Source: an optimization exercise on an open RTL-to-GDS flow (aim: small area, a short achievable clock period and few clock cycles per item). Production flows keep margins and buffers that such runs may drop. Where RTL was checked, it was by simulation tests only, not by an equivalence proof against the original. Power and IR drop assume default switching activity.

==> job 7999 <==
==> flow/design.v <==
`timescale 1ns/1ps
`default_nettype none
package isa_pkg;
    typedef logic [4:0] reg_idx_t;
    typedef struct packed {
        logic [5:0] opcode;
        reg_idx_t   rs;
        reg_idx_t   rt;
        reg_idx_t   rd;
        logic [4:0] shamt;
        logic [5:0] funct;
    } rtype_t;
    typedef struct packed {
        logic [5:0]  opcode;
        reg_idx_t    rs;
        reg_idx_t    rt;
        logic [15:0] imm;
    } itype_t;
    typedef struct packed {
        logic [5:0]  opcode;
        logic [25:0] target;
    } jtype_t;
    typedef enum logic [5:0] {
        OP_RTYPE = 6'h00,
        OP_J     = 6'h02,
        OP_BEQ   = 6'h04,
        OP_BNE   = 6'h05,
        OP_ADDIU = 6'h09,
        OP_LUI   = 6'h0f,
        OP_LW    = 6'h23,
        OP_SW    = 6'h2b
    } opcode_e;
    typedef enum logic [5:0] {
        FN_ADDU = 6'h21,
        FN_SUBU = 6'h23,
        FN_AND  = 6'h24,
        FN_OR   = 6'h25,
        FN_SLT  = 6'h2a
    } funct_e;
    typedef enum logic [2:0] {
        ALU_ADD,
        ALU_SUB,
        ALU_AND,
        ALU_OR,
        ALU_SLT,
        ALU_LUI
    } alu_op_e;
    typedef struct packed {
        logic    regwrite;
        logic    memread;
        logic    memwrite;
        logic    alusrc_imm;
        logic    regdst_rd;
        alu_op_e alu_op;
        logic    is_branch;
        logic    branch_ne;
        logic    is_jump;
    } ctrl_word;
endpackage
`default_nettype wire
`timescale 1ns/1ps
`default_nettype none
module regfile (
    input  logic               clk,
    input  logic               wen,
    input  logic [4:0]         waddr,
    input  logic [32-1:0] wdata,
    input  logic [4:0]         raddr_a,
    input  logic [4:0]         raddr_b,
    output logic [32-1:0] rdata_a,
    output logic [32-1:0] rdata_b
);
    logic [32-1:0] regs [1:32-1];
    always_ff @(posedge clk) begin
        if (wen && waddr != '0) begin
            regs[waddr] <= wdata;
        end
    end
    always_comb begin
        rdata_a = '0;
        rdata_b = '0;
        for (int i = 1; i < 32; i++) begin
            rdata_a = rdata_a | ({32{raddr_a == 5'(i)}} & regs[i]);
            rdata_b = rdata_b | ({32{raddr_b == 5'(i)}} & regs[i]);
        end
    end
endmodule
`default_nettype wire
`timescale 1ns/1ps
`default_nettype none
module datapath (
    input  logic               clk,
    input  logic               rst_n,
    input  logic [32-1:0] instr,
    input  logic [32-1:0] data_rdata,
    output logic [32-1:0] pc,
    output logic               data_req,
    output logic               data_wr,
    output logic [32-1:0] data_addr,
    output logic [32-1:0] data_wdata,
    output logic [32-1:0] debug_wb_pc,
    output logic               debug_rf_wen,
    output logic [4:0]         debug_rf_wnum,
    output logic [32-1:0] debug_rf_wdata
);
    logic [31:2] pc_q;
    logic [31:0] x_a, x_b, x_sd;
    logic [25:0] x_ins;
    logic [31:2] x_pc;
    logic [4:0]  x_dst;
    logic        x_wr, x_ldw, x_ld, x_st, x_beq, x_bne, x_j;
    logic        x_sub, x_s_add, x_s_and, x_s_or, x_s_slt;
    logic        x_am, x_bm, x_sm;
    logic [31:0] m_res, m_sd;
    logic [31:2] m_pc;
    logic [4:0]  m_dst;
    logic        m_wr, m_ld, m_st, m_req;
    logic [31:0] w_data;
    logic [31:2] w_pc;
    logic [4:0]  w_dst;
    logic        w_wen;
    logic [31:0] m_val;
    assign m_val = m_ld ? data_rdata : m_res;
    assign data_req   = m_req;
    assign data_wr    = m_st;
    assign data_addr  = m_res;
    assign data_wdata = m_sd;
    logic [5:0]  op, fn;
    logic [4:0]  rs, rt, rd, dst;
    logic        is_r, r_ok, d_addiu, d_lui, d_lw, d_sw, d_beq, d_bne, d_j;
    logic        f_fn_add, f_fn_sub, f_fn_and, f_fn_or, f_fn_slt;
    logic        d_wr, use_a, use_b, d_imm;
    logic        a_in_x, b_in_x, s_in_x, byp_a, byp_b, ld_use;
    logic [31:0] rf_a, rf_b, rd_a, rd_b, f_a, f_b;
    assign op = instr[31:26];
    assign fn = instr[5:0];
    assign rs = instr[25:21];
    assign rt = instr[20:16];
    assign rd = instr[15:11];
    assign is_r     = (op == 6'h00);
    assign f_fn_add = is_r && (fn == 6'h21);
    assign f_fn_sub = is_r && (fn == 6'h23);
    assign f_fn_and = is_r && (fn == 6'h24);
    assign f_fn_or  = is_r && (fn == 6'h25);
    assign f_fn_slt = is_r && (fn == 6'h2a);
    assign r_ok     = f_fn_add | f_fn_sub | f_fn_and | f_fn_or | f_fn_slt;
    assign d_addiu  = (op == 6'h09);
    assign d_lui    = (op == 6'h0f);
    assign d_lw     = (op == 6'h23);
    assign d_sw     = (op == 6'h2b);
    assign d_beq    = (op == 6'h04);
    assign d_bne    = (op == 6'h05);
    assign d_j      = (op == 6'h02);
    assign dst   = is_r ? rd : rt;
    assign d_wr  = (r_ok | d_addiu | d_lui | d_lw) && (dst != 5'd0);
    assign use_a = r_ok | d_addiu | d_lw | d_sw | d_beq | d_bne;
    assign use_b = r_ok | d_beq | d_bne;
    assign d_imm = d_addiu | d_lw | d_sw;
    regfile u_regfile (
        .clk     (clk),
        .wen     (m_wr),
        .waddr   (m_dst),
        .wdata   (m_val),
        .raddr_a (rs),
        .raddr_b (rt),
        .rdata_a (rf_a),
        .rdata_b (rf_b)
    );
    assign byp_a = m_wr && (m_dst == rs);
    assign byp_b = m_wr && (m_dst == rt);
    assign rd_a  = byp_a ? m_val : rf_a;
    assign rd_b  = byp_b ? m_val : rf_b;
    assign f_a = {32{!d_lui}} & rd_a;
    assign f_b = ({32{d_imm}} & {{16{instr[15]}}, instr[15:0]})
               | ({32{d_lui}} & {instr[15:0], 16'd0})
               | ({32{!(d_imm | d_lui)}} & rd_b);
    assign a_in_x = use_a && x_wr && (x_dst == rs);
    assign b_in_x = use_b && x_wr && (x_dst == rt);
    assign s_in_x = d_sw  && x_wr && (x_dst == rt);
    assign ld_use = x_ldw && ((~d_j && ~d_lui && x_dst == rs) ||
                              ((is_r | d_beq | d_bne) && x_dst == rt));
    logic [31:0] a, b, bs, sd, sum, lres, res;
    logic        slt, eq, eq_rr, eq_mr, eq_rm, go;
    logic [31:2] pc_inc, pc_br, pc_jmp, pc_tk, pc_nt, pc_nxt;
    assign a  = x_am ? m_res : x_a;
    assign b  = x_bm ? m_res : x_b;
    assign sd = x_sm ? m_val : x_sd;
    assign bs  = x_bm ? (m_res ^ {32{x_sub}}) : (x_b ^ {32{x_sub}});
    assign sum = a + bs + {31'd0, x_sub};
    assign slt = (a[31] ^ b[31]) ? a[31] : sum[31];
    assign lres = ({32{x_s_and}} & (a & b))
                | ({32{x_s_or}}  & (a | b))
                | ({32{x_s_slt}} & {31'd0, slt});
    assign res  = ({32{x_s_add}} & sum) | lres;
    assign eq_rr = (x_a == x_b);
    assign eq_mr = (m_res == x_b);
    assign eq_rm = (x_a == m_res);
    assign eq    = x_am ? (x_bm | eq_mr) : (x_bm ? eq_rm : eq_rr);
    assign go     = rst_n & (x_j | (x_beq & eq) | (x_bne & ~eq));
    assign pc_inc = pc_q + 30'd1;
    assign pc_br  = pc_q + {{14{x_ins[15]}}, x_ins[15:0]};
    assign pc_jmp = {pc_q[31:28], x_ins[25:0]};
    assign pc_tk  = x_j ? pc_jmp : pc_br;
    assign pc_nt  = {30{rst_n}} & (ld_use ? pc_q : pc_inc);
    assign pc_nxt = go ? pc_tk : pc_nt;
    always_ff @(posedge clk) begin
        if (!rst_n) begin
            x_wr    <= 1'b0;
            x_ldw   <= 1'b0;
            x_ld    <= 1'b0;
            x_st    <= 1'b0;
            x_beq   <= 1'b0;
            x_bne   <= 1'b0;
            x_j     <= 1'b0;
            m_wr    <= 1'b0;
            m_ld    <= 1'b0;
            m_st    <= 1'b0;
            m_req   <= 1'b0;
            w_wen   <= 1'b0;
        end else begin
            x_wr    <= d_wr & ~ld_use;
            x_ldw   <= d_lw & d_wr & ~ld_use;
            x_ld    <= d_lw & ~ld_use;
            x_st    <= d_sw & ~ld_use;
            x_beq   <= d_beq & ~ld_use;
            x_bne   <= d_bne & ~ld_use;
            x_j     <= d_j & ~ld_use;
            m_wr    <= x_wr;
            m_ld    <= x_ld;
            m_st    <= x_st;
            m_req   <= x_ld | x_st;
            w_wen   <= m_wr;
        end
    end
    always_ff @(posedge clk) begin
        pc_q    <= pc_nxt;
        x_a     <= f_a;
        x_b     <= f_b;
        x_sd    <= rd_b;
        x_ins   <= instr[25:0];
        x_pc    <= pc_q;
        x_dst   <= dst;
        x_sub   <= f_fn_sub | f_fn_slt;
        x_s_add <= f_fn_add | f_fn_sub | d_addiu | d_lw | d_sw | d_lui;
        x_s_and <= f_fn_and;
        x_s_or  <= f_fn_or;
        x_s_slt <= f_fn_slt;
        x_am    <= a_in_x;
        x_bm    <= b_in_x;
        x_sm    <= s_in_x;
        m_res   <= res;
        m_sd    <= sd;
        m_pc    <= x_pc;
        m_dst   <= x_dst;
        w_data  <= m_val;
        w_pc    <= m_pc;
        w_dst   <= m_dst;
    end
    assign pc             = {pc_q, 2'b00};
    assign debug_wb_pc    = {w_pc, 2'b00};
    assign debug_rf_wen   = w_wen;
    assign debug_rf_wnum  = w_dst;
    assign debug_rf_wdata = w_data;
endmodule
`default_nettype wire
==> flow/flow/run.sh <==
#!/bin/bash
# The standard layout (the standard.sh: ORFS with the standard synthesis), with
# two changes to how it is built:
#  - the port buffers are buf_2 cells instead of the delay-buffer cell buffer_ports
#    picks by default;
#  - clock tree synthesis does not add dummy loads.
# Every tool's output goes to the ORFS logs under orfs/logs; make's own output goes
# to make_finish.log here.
set -euo pipefail
bash standard.sh \
  "BUFFER_PORTS_ARGS=-buffer_cell sky130_fd_sc_hd__buf_2" \
  "CTS_ARGS=-sink_clustering_enable -repair_clock_nets -dont_use_dummy_load" \
  finish > make_finish.log 2>&1
==> flow/standard.sh <==
#!/bin/bash
# synth_recipe.tcl (not shown) runs the flow's synth.tcl, then flattens the netlist and writes it again
# the make line also repeats each setting of config.mk as NAME=value (left out here)
make -C /OpenROAD-flow-scripts/flow DESIGN_CONFIG=/design/flow/config.mk WORK_HOME=/design/flow/orfs CLKGATE_MAP_FILE= SYNTH_SCRIPT=/design/flow/synth_recipe.tcl "${@:-finish}"
==> flow/config.mk <==
export PLATFORM = sky130hd
export DESIGN_NAME = datapath
export DESIGN_NICKNAME = datapath
export VERILOG_FILES = /design/flow/design.v
export SDC_FILE = /design/flow/constraint.sdc
export NUM_CORES = 4
export LEC_CHECK = 0
export CAP_MARGIN = 20
export CORE_MARGIN = 2
export CORE_UTILIZATION = 45
export SETUP_SLACK_MARGIN = 5
export SLEW_MARGIN = 20
==> flow/constraint.sdc <==
create_clock -name core_clock -period 8.5 [get_ports {clk}]
set_input_delay 1.7000 -clock core_clock [delete_from_list [all_inputs] [get_ports {clk}]]
set_output_delay 1.7000 -clock core_clock [all_outputs]
set_load 0.01 [all_outputs]
==> inputs of job 8230, as changes to job 7999 <==
--- a/flow/design.v
+++ b/flow/design.v
@@ -60,30 +60,37 @@
 `default_nettype wire
 `timescale 1ns/1ps
 `default_nettype none
-module regfile (
-    input  logic               clk,
-    input  logic               wen,
-    input  logic [4:0]         waddr,
-    input  logic [32-1:0] wdata,
-    input  logic [4:0]         raddr_a,
-    input  logic [4:0]         raddr_b,
-    output logic [32-1:0] rdata_a,
-    output logic [32-1:0] rdata_b
+module add32 (
+    input  logic [31:0] x,
+    input  logic [31:0] y,
+    input  logic        ci,
+    output logic [31:0] s,
+    output logic        c31
 );
-    logic [32-1:0] regs [1:32-1];
-    always_ff @(posedge clk) begin
-        if (wen && waddr != '0) begin
-            regs[waddr] <= wdata;
-        end
-    end
+    logic [32:0] p, k, pn, kn;
     always_comb begin
-        rdata_a = '0;
-        rdata_b = '0;
-        for (int i = 1; i < 32; i++) begin
-            rdata_a = rdata_a | ({32{raddr_a == 5'(i)}} & regs[i]);
-            rdata_b = rdata_b | ({32{raddr_b == 5'(i)}} & regs[i]);
-        end
-    end
+        p = {x ^ y, 1'b0};
+        k = {x, ci};
+        for (int d = 1; d < 33; d = d * 2) begin
+            pn = p;
+            kn = k;
+            for (int i = d; i < 33; i++) begin
+                kn[i] = p[i] ? k[i-d] : k[i];
+                pn[i] = p[i] & p[i-d];
+            end
+            p = pn;
+            k = kn;
+        end
+        s = (x ^ y) ^ k[31:0];
+        c31 = k[31];
+    end
+endmodule
+module eq32 (
+    input  logic [31:0] x,
+    input  logic [31:0] y,
+    output logic        eq
+);
+    assign eq = (x == y);
 endmodule
 `default_nettype wire
 `timescale 1ns/1ps
@@ -156,16 +163,20 @@
     assign use_a = r_ok | d_addiu | d_lw | d_sw | d_beq | d_bne;
     assign use_b = r_ok | d_beq | d_bne;
     assign d_imm = d_addiu | d_lw | d_sw;
-    regfile u_regfile (
-        .clk     (clk),
-        .wen     (m_wr),
-        .waddr   (m_dst),
-        .wdata   (m_val),
-        .raddr_a (rs),
-        .raddr_b (rt),
-        .rdata_a (rf_a),
-        .rdata_b (rf_b)
-    );
+    logic [31:0] regs [1:31];
+    always_ff @(posedge clk) begin
+        if (m_wr && m_dst != 5'd0) begin
+            regs[m_dst] <= m_val;
+        end
+    end
+    always_comb begin
+        rf_a = '0;
+        rf_b = '0;
+        for (int i = 1; i < 32; i++) begin
+            rf_a = rf_a | ({32{rs == 5'(i)}} & regs[i]);
+            rf_b = rf_b | ({32{rt == 5'(i)}} & regs[i]);
+        end
+    end
     assign byp_a = m_wr && (m_dst == rs);
     assign byp_b = m_wr && (m_dst == rt);
     assign rd_a  = byp_a ? m_val : rf_a;
@@ -179,22 +190,21 @@
     assign s_in_x = d_sw  && x_wr && (x_dst == rt);
     assign ld_use = x_ldw && ((~d_j && ~d_lui && x_dst == rs) ||
                               ((is_r | d_beq | d_bne) && x_dst == rt));
-    logic [31:0] a, b, bs, sd, sum, lres, res;
-    logic        slt, eq, eq_rr, eq_mr, eq_rm, go;
+    logic [31:0] a, bs, sd, sum, lres, res;
+    logic        c31, slt, eq, eq_rr, eq_mr, eq_rm, go;
     logic [31:2] pc_inc, pc_br, pc_jmp, pc_tk, pc_nt, pc_nxt;
     assign a  = x_am ? m_res : x_a;
-    assign b  = x_bm ? m_res : x_b;
     assign sd = x_sm ? m_val : x_sd;
     assign bs  = x_bm ? (m_res ^ {32{x_sub}}) : (x_b ^ {32{x_sub}});
-    assign sum = a + bs + {31'd0, x_sub};
-    assign slt = (a[31] ^ b[31]) ? a[31] : sum[31];
-    assign lres = ({32{x_s_and}} & (a & b))
-                | ({32{x_s_or}}  & (a | b))
+    add32 u_add (.x(a), .y(bs), .ci(x_sub), .s(sum), .c31(c31));
+    assign slt = (a[31] == bs[31]) ? a[31] : ~c31;
+    assign lres = ({32{x_s_and}} & (a & bs))
+                | ({32{x_s_or}}  & (a | bs))
                 | ({32{x_s_slt}} & {31'd0, slt});
     assign res  = ({32{x_s_add}} & sum) | lres;
-    assign eq_rr = (x_a == x_b);
-    assign eq_mr = (m_res == x_b);
-    assign eq_rm = (x_a == m_res);
+    eq32 u_eq_rr (.x(x_a),   .y(x_b),   .eq(eq_rr));
+    eq32 u_eq_mr (.x(m_res), .y(x_b),   .eq(eq_mr));
+    eq32 u_eq_rm (.x(x_a),   .y(m_res), .eq(eq_rm));
     assign eq    = x_am ? (x_bm | eq_mr) : (x_bm ? eq_rm : eq_rr);
     assign go     = rst_n & (x_j | (x_beq & eq) | (x_bne & ~eq));
     assign pc_inc = pc_q + 30'd1;
==> flow/flow/run.sh (replaced) <==
#!/bin/bash
set -euo pipefail
bash standard.sh \
  "BUFFER_PORTS_ARGS=-buffer_cell sky130_fd_sc_hd__buf_2" \
  "CTS_ARGS=-sink_clustering_enable -repair_clock_nets -dont_use_dummy_load" \
  "SETUP_SLACK_MARGIN=5.5" \
  "TNS_END_PERCENT=0" \
  finish > make_finish.log 2>&1
Settings changed: SETUP_SLACK_MARGIN 5 to default, SYNTH_HIERARCHICAL from default to 1, SYNTH_MINIMUM_KEEP_SIZE from default to 0.
==> inputs of job 3478, as changes to job 7999 <==
--- a/flow/design.v
+++ b/flow/design.v
@@ -76,14 +76,8 @@
             regs[waddr] <= wdata;
         end
     end
-    always_comb begin
-        rdata_a = '0;
-        rdata_b = '0;
-        for (int i = 1; i < 32; i++) begin
-            rdata_a = rdata_a | ({32{raddr_a == 5'(i)}} & regs[i]);
-            rdata_b = rdata_b | ({32{raddr_b == 5'(i)}} & regs[i]);
-        end
-    end
+    assign rdata_a = (raddr_a == '0) ? '0 : regs[raddr_a];
+    assign rdata_b = (raddr_b == '0) ? '0 : regs[raddr_b];
 endmodule
 `default_nettype wire
 `timescale 1ns/1ps
@@ -104,24 +98,24 @@
     output logic [32-1:0] debug_rf_wdata
 );
     logic [31:2] pc_q;
-    logic [31:0] x_a, x_b, x_sd;
+    logic [31:0] x_a, x_b;
     logic [25:0] x_ins;
     logic [31:2] x_pc;
     logic [4:0]  x_dst;
-    logic        x_wr, x_ldw, x_ld, x_st, x_beq, x_bne, x_j;
-    logic        x_sub, x_s_add, x_s_and, x_s_or, x_s_slt;
-    logic        x_am, x_bm, x_sm;
+    logic        x_wr, x_ld, x_st, x_beq, x_bne, x_j;
+    logic        x_imm, x_sub, x_s_add, x_s_and, x_s_or, x_s_slt, x_s_lui;
+    logic        x_fa, x_fb;
     logic [31:0] m_res, m_sd;
     logic [31:2] m_pc;
     logic [4:0]  m_dst;
-    logic        m_wr, m_ld, m_st, m_req;
+    logic        m_wr, m_ld, m_st;
     logic [31:0] w_data;
     logic [31:2] w_pc;
     logic [4:0]  w_dst;
     logic        w_wen;
     logic [31:0] m_val;
     assign m_val = m_ld ? data_rdata : m_res;
-    assign data_req   = m_req;
+    assign data_req   = m_ld | m_st;
     assign data_wr    = m_st;
     assign data_addr  = m_res;
     assign data_wdata = m_sd;
@@ -129,9 +123,8 @@
     logic [4:0]  rs, rt, rd, dst;
     logic        is_r, r_ok, d_addiu, d_lui, d_lw, d_sw, d_beq, d_bne, d_j;
     logic        f_fn_add, f_fn_sub, f_fn_and, f_fn_or, f_fn_slt;
-    logic        d_wr, use_a, use_b, d_imm;
-    logic        a_in_x, b_in_x, s_in_x, byp_a, byp_b, ld_use;
-    logic [31:0] rf_a, rf_b, rd_a, rd_b, f_a, f_b;
+    logic        d_wr, use_a, use_b;
+    logic [31:0] rf_a, rf_b, rd_a, rd_b;
     assign op = instr[31:26];
     assign fn = instr[5:0];
     assign rs = instr[25:21];
@@ -154,8 +147,7 @@
     assign dst   = is_r ? rd : rt;
     assign d_wr  = (r_ok | d_addiu | d_lui | d_lw) && (dst != 5'd0);
     assign use_a = r_ok | d_addiu | d_lw | d_sw | d_beq | d_bne;
-    assign use_b = r_ok | d_beq | d_bne;
-    assign d_imm = d_addiu | d_lw | d_sw;
+    assign use_b = r_ok | d_sw | d_beq | d_bne;
     regfile u_regfile (
         .clk     (clk),
         .wen     (m_wr),
@@ -166,47 +158,33 @@
         .rdata_a (rf_a),
         .rdata_b (rf_b)
     );
-    assign byp_a = m_wr && (m_dst == rs);
-    assign byp_b = m_wr && (m_dst == rt);
-    assign rd_a  = byp_a ? m_val : rf_a;
-    assign rd_b  = byp_b ? m_val : rf_b;
-    assign f_a = {32{!d_lui}} & rd_a;
-    assign f_b = ({32{d_imm}} & {{16{instr[15]}}, instr[15:0]})
-               | ({32{d_lui}} & {instr[15:0], 16'd0})
-               | ({32{!(d_imm | d_lui)}} & rd_b);
-    assign a_in_x = use_a && x_wr && (x_dst == rs);
-    assign b_in_x = use_b && x_wr && (x_dst == rt);
-    assign s_in_x = d_sw  && x_wr && (x_dst == rt);
-    assign ld_use = x_ldw && ((~d_j && ~d_lui && x_dst == rs) ||
-                              ((is_r | d_beq | d_bne) && x_dst == rt));
-    logic [31:0] a, b, bs, sd, sum, lres, res;
-    logic        slt, eq, eq_rr, eq_mr, eq_rm, go;
-    logic [31:2] pc_inc, pc_br, pc_jmp, pc_tk, pc_nt, pc_nxt;
-    assign a  = x_am ? m_res : x_a;
-    assign b  = x_bm ? m_res : x_b;
-    assign sd = x_sm ? m_val : x_sd;
-    assign bs  = x_bm ? (m_res ^ {32{x_sub}}) : (x_b ^ {32{x_sub}});
-    assign sum = a + bs + {31'd0, x_sub};
-    assign slt = (a[31] ^ b[31]) ? a[31] : sum[31];
-    assign lres = ({32{x_s_and}} & (a & b))
-                | ({32{x_s_or}}  & (a | b))
-                | ({32{x_s_slt}} & {31'd0, slt});
-    assign res  = ({32{x_s_add}} & sum) | lres;
-    assign eq_rr = (x_a == x_b);
-    assign eq_mr = (m_res == x_b);
-    assign eq_rm = (x_a == m_res);
-    assign eq    = x_am ? (x_bm | eq_mr) : (x_bm ? eq_rm : eq_rr);
-    assign go     = rst_n & (x_j | (x_beq & eq) | (x_bne & ~eq));
+    assign rd_a = (m_wr && m_dst == rs) ? m_val : rf_a;
+    assign rd_b = (m_wr && m_dst == rt) ? m_val : rf_b;
+    logic [31:0] a, b, imm_sext, op2, addend, sum, res;
+    logic        slt, eq, taken;
+    logic [31:2] pc_inc, pc_br, pc_nxt;
+    assign a        = x_fa ? m_val : x_a;
+    assign b        = x_fb ? m_val : x_b;
+    assign imm_sext = {{16{x_ins[15]}}, x_ins[15:0]};
+    assign op2      = x_imm ? imm_sext : b;
+    assign addend   = x_sub ? ~op2 : op2;
+    assign sum      = a + addend + {31'd0, x_sub};
+    assign slt      = (a[31] ^ b[31]) ? a[31] : sum[31];
+    assign res = ({32{x_s_add}} & sum)
+               | ({32{x_s_and}} & (a & b))
+               | ({32{x_s_or}}  & (a | b))
+               | ({32{x_s_slt}} & {31'd0, slt})
+               | ({32{x_s_lui}} & {x_ins[15:0], 16'd0});
+    assign eq    = (a == b);
+    assign taken = (x_beq & eq) | (x_bne & ~eq);
     assign pc_inc = pc_q + 30'd1;
     assign pc_br  = pc_q + {{14{x_ins[15]}}, x_ins[15:0]};
-    assign pc_jmp = {pc_q[31:28], x_ins[25:0]};
-    assign pc_tk  = x_j ? pc_jmp : pc_br;
-    assign pc_nt  = {30{rst_n}} & (ld_use ? pc_q : pc_inc);
-    assign pc_nxt = go ? pc_tk : pc_nt;
+    assign pc_nxt = x_j   ? {pc_q[31:28], x_ins[25:0]} :
+                    taken ? pc_br : pc_inc;
     always_ff @(posedge clk) begin
         if (!rst_n) begin
+            pc_q    <= '0;
             x_wr    <= 1'b0;
-            x_ldw   <= 1'b0;
             x_ld    <= 1'b0;
             x_st    <= 1'b0;
             x_beq   <= 1'b0;
@@ -215,41 +193,38 @@
             m_wr    <= 1'b0;
             m_ld    <= 1'b0;
             m_st    <= 1'b0;
-            m_req   <= 1'b0;
             w_wen   <= 1'b0;
         end else begin
-            x_wr    <= d_wr & ~ld_use;
-            x_ldw   <= d_lw & d_wr & ~ld_use;
-            x_ld    <= d_lw & ~ld_use;
-            x_st    <= d_sw & ~ld_use;
-            x_beq   <= d_beq & ~ld_use;
-            x_bne   <= d_bne & ~ld_use;
-            x_j     <= d_j & ~ld_use;
+            pc_q    <= pc_nxt;
+            x_wr    <= d_wr;
+            x_ld    <= d_lw;
+            x_st    <= d_sw;
+            x_beq   <= d_beq;
+            x_bne   <= d_bne;
+            x_j     <= d_j;
             m_wr    <= x_wr;
             m_ld    <= x_ld;
             m_st    <= x_st;
-            m_req   <= x_ld | x_st;
             w_wen   <= m_wr;
         end
     end
     always_ff @(posedge clk) begin
-        pc_q    <= pc_nxt;
-        x_a     <= f_a;
-        x_b     <= f_b;
-        x_sd    <= rd_b;
+        x_a     <= rd_a;
+        x_b     <= rd_b;
         x_ins   <= instr[25:0];
         x_pc    <= pc_q;
         x_dst   <= dst;
+        x_imm   <= ~is_r;
         x_sub   <= f_fn_sub | f_fn_slt;
-        x_s_add <= f_fn_add | f_fn_sub | d_addiu | d_lw | d_sw | d_lui;
+        x_s_add <= f_fn_add | f_fn_sub | d_addiu | d_lw | d_sw;
         x_s_and <= f_fn_and;
         x_s_or  <= f_fn_or;
         x_s_slt <= f_fn_slt;
-        x_am    <= a_in_x;
-        x_bm    <= b_in_x;
-        x_sm    <= s_in_x;
+        x_s_lui <= d_lui;
+        x_fa    <= use_a && x_wr && (x_dst == rs);
+        x_fb    <= use_b && x_wr && (x_dst == rt);
         m_res   <= res;
-        m_sd    <= sd;
+        m_sd    <= b;
         m_pc    <= x_pc;
         m_dst   <= x_dst;
         w_data  <= m_val;
==> flow/run.sh (new file) <==
#!/bin/bash
# synth_recipe.tcl (not shown) runs the flow's synth.tcl, then flattens the netlist and writes it again
# the make line also repeats each setting of config.mk as NAME=value (left out here)
make -C /OpenROAD-flow-scripts/flow DESIGN_CONFIG=/design/flow/config.mk WORK_HOME=/design/flow/orfs CLKGATE_MAP_FILE= SYNTH_SCRIPT=/design/flow/synth_recipe.tcl finish
Settings changed: CORE_UTILIZATION 45 to 40, SETUP_SLACK_MARGIN 5 to 0.2.
removed: flow/flow/run.sh
removed: flow/standard.sh
==> comparison table <==
	job 8230	job 3478	job 7999
Max Freq	285 MHz	147 MHz	271 MHz
Count of clock tree sinks	1,365	1,332	1,365
Startpoint of the most critical register-to-register path	x_a[21]	m_ld	x_bm
Post-detailed-route wirelength per cell	41.8 um	30.4 um	42.9 um
Global-route track usage on met2	58.1%	37.9%	56.0%
Multiplexer share of the synthesized area	1.97%	20.0%	2.40%
Total length of routed met2 wires	113 mm	88.3 mm	107 mm
Mapped cell area	58,600 sq um	60,900 sq um	57,300 sq um
Xor-xnor portion of the synthesized cell area	3.98%	1.42%	3.06%
Fraction of final layout cells with drive strength greater than 1	22.0%	17.5%	22.0%
Switching power of the nets	3860 uW	3520 uW	3570 uW
Number of distinct library cells after synthesis	87	76	76
Status	no timing/DRC/antenna violations	no timing/DRC/antenna violations	no timing/DRC/antenna violations
Layout multi-input combinational cell count	2,883	2,406	2,539
Worst slew pin tran	1160 ps	1190 ps	1220 ps
Power in combinational cells	1920 uW	1390 uW	1650 uW
Worst max-slew margin expressed relative to the limit	23.0%	20.2%	18.6%
Hold Path End	w_pc[31]	w_pc[27]	w_pc[22]
Proportion of cell area occupied by multi-input gates	31.5%	32.7%	29.9%
Smallest setup slack after layout	4990 ps	1680 ps	4810 ps
Combinational Power Share	12.9%	9.4%	11.4%
Post-CTS Setup Bufs	136	0	105
Testbench counts of job 7999, summed over its fixed seeds: cycles 14,548, instrs 14,185.
Testbench counts of job 8230, summed over its fixed seeds: cycles 14,548, instrs 14,185.
Only the layout flow was run in job 3478; the RTL was not checked for function there.

-- port drivers added, routing unchanged --
The flow's constraints put no driver on any port. The routed layouts listed below were extracted and timed again, unchanged, in two steps. Step 1 (the two cells are an assumption about what drives the block):
set clk [get_ports {clk}]
set_driving_cell -lib_cell sky130_fd_sc_hd__clkbuf_16 $clk
set_driving_cell -lib_cell sky130_fd_sc_hd__buf_2 [delete_from_list [all_inputs] $clk]
Step 2 also shifts input and output timing later by t, the mid clock arrival at the registers, as if the neighbouring blocks saw the same clock. a / b / c = ideal / step 1 / step 2; a / b = the first two.
run | t (ns) | setup slack, ns | worst register clock-pin slew, ns
job 7999 | 0.840 | 4.805 / 4.856 / 4.016 | 0.07 / 0.07
job 8230 | 0.855 | 4.993 / 5.011 / 4.156 | 0.07 / 0.07
job 3478 | 0.866 | 1.679 / 1.729 / 0.863 | 0.06 / 0.06
After both steps setup and hold are still met in every run listed. For job 8230, which loses most, drivers alone change the setup slack by +0.018 ns; drivers and shift together by -0.837 ns.
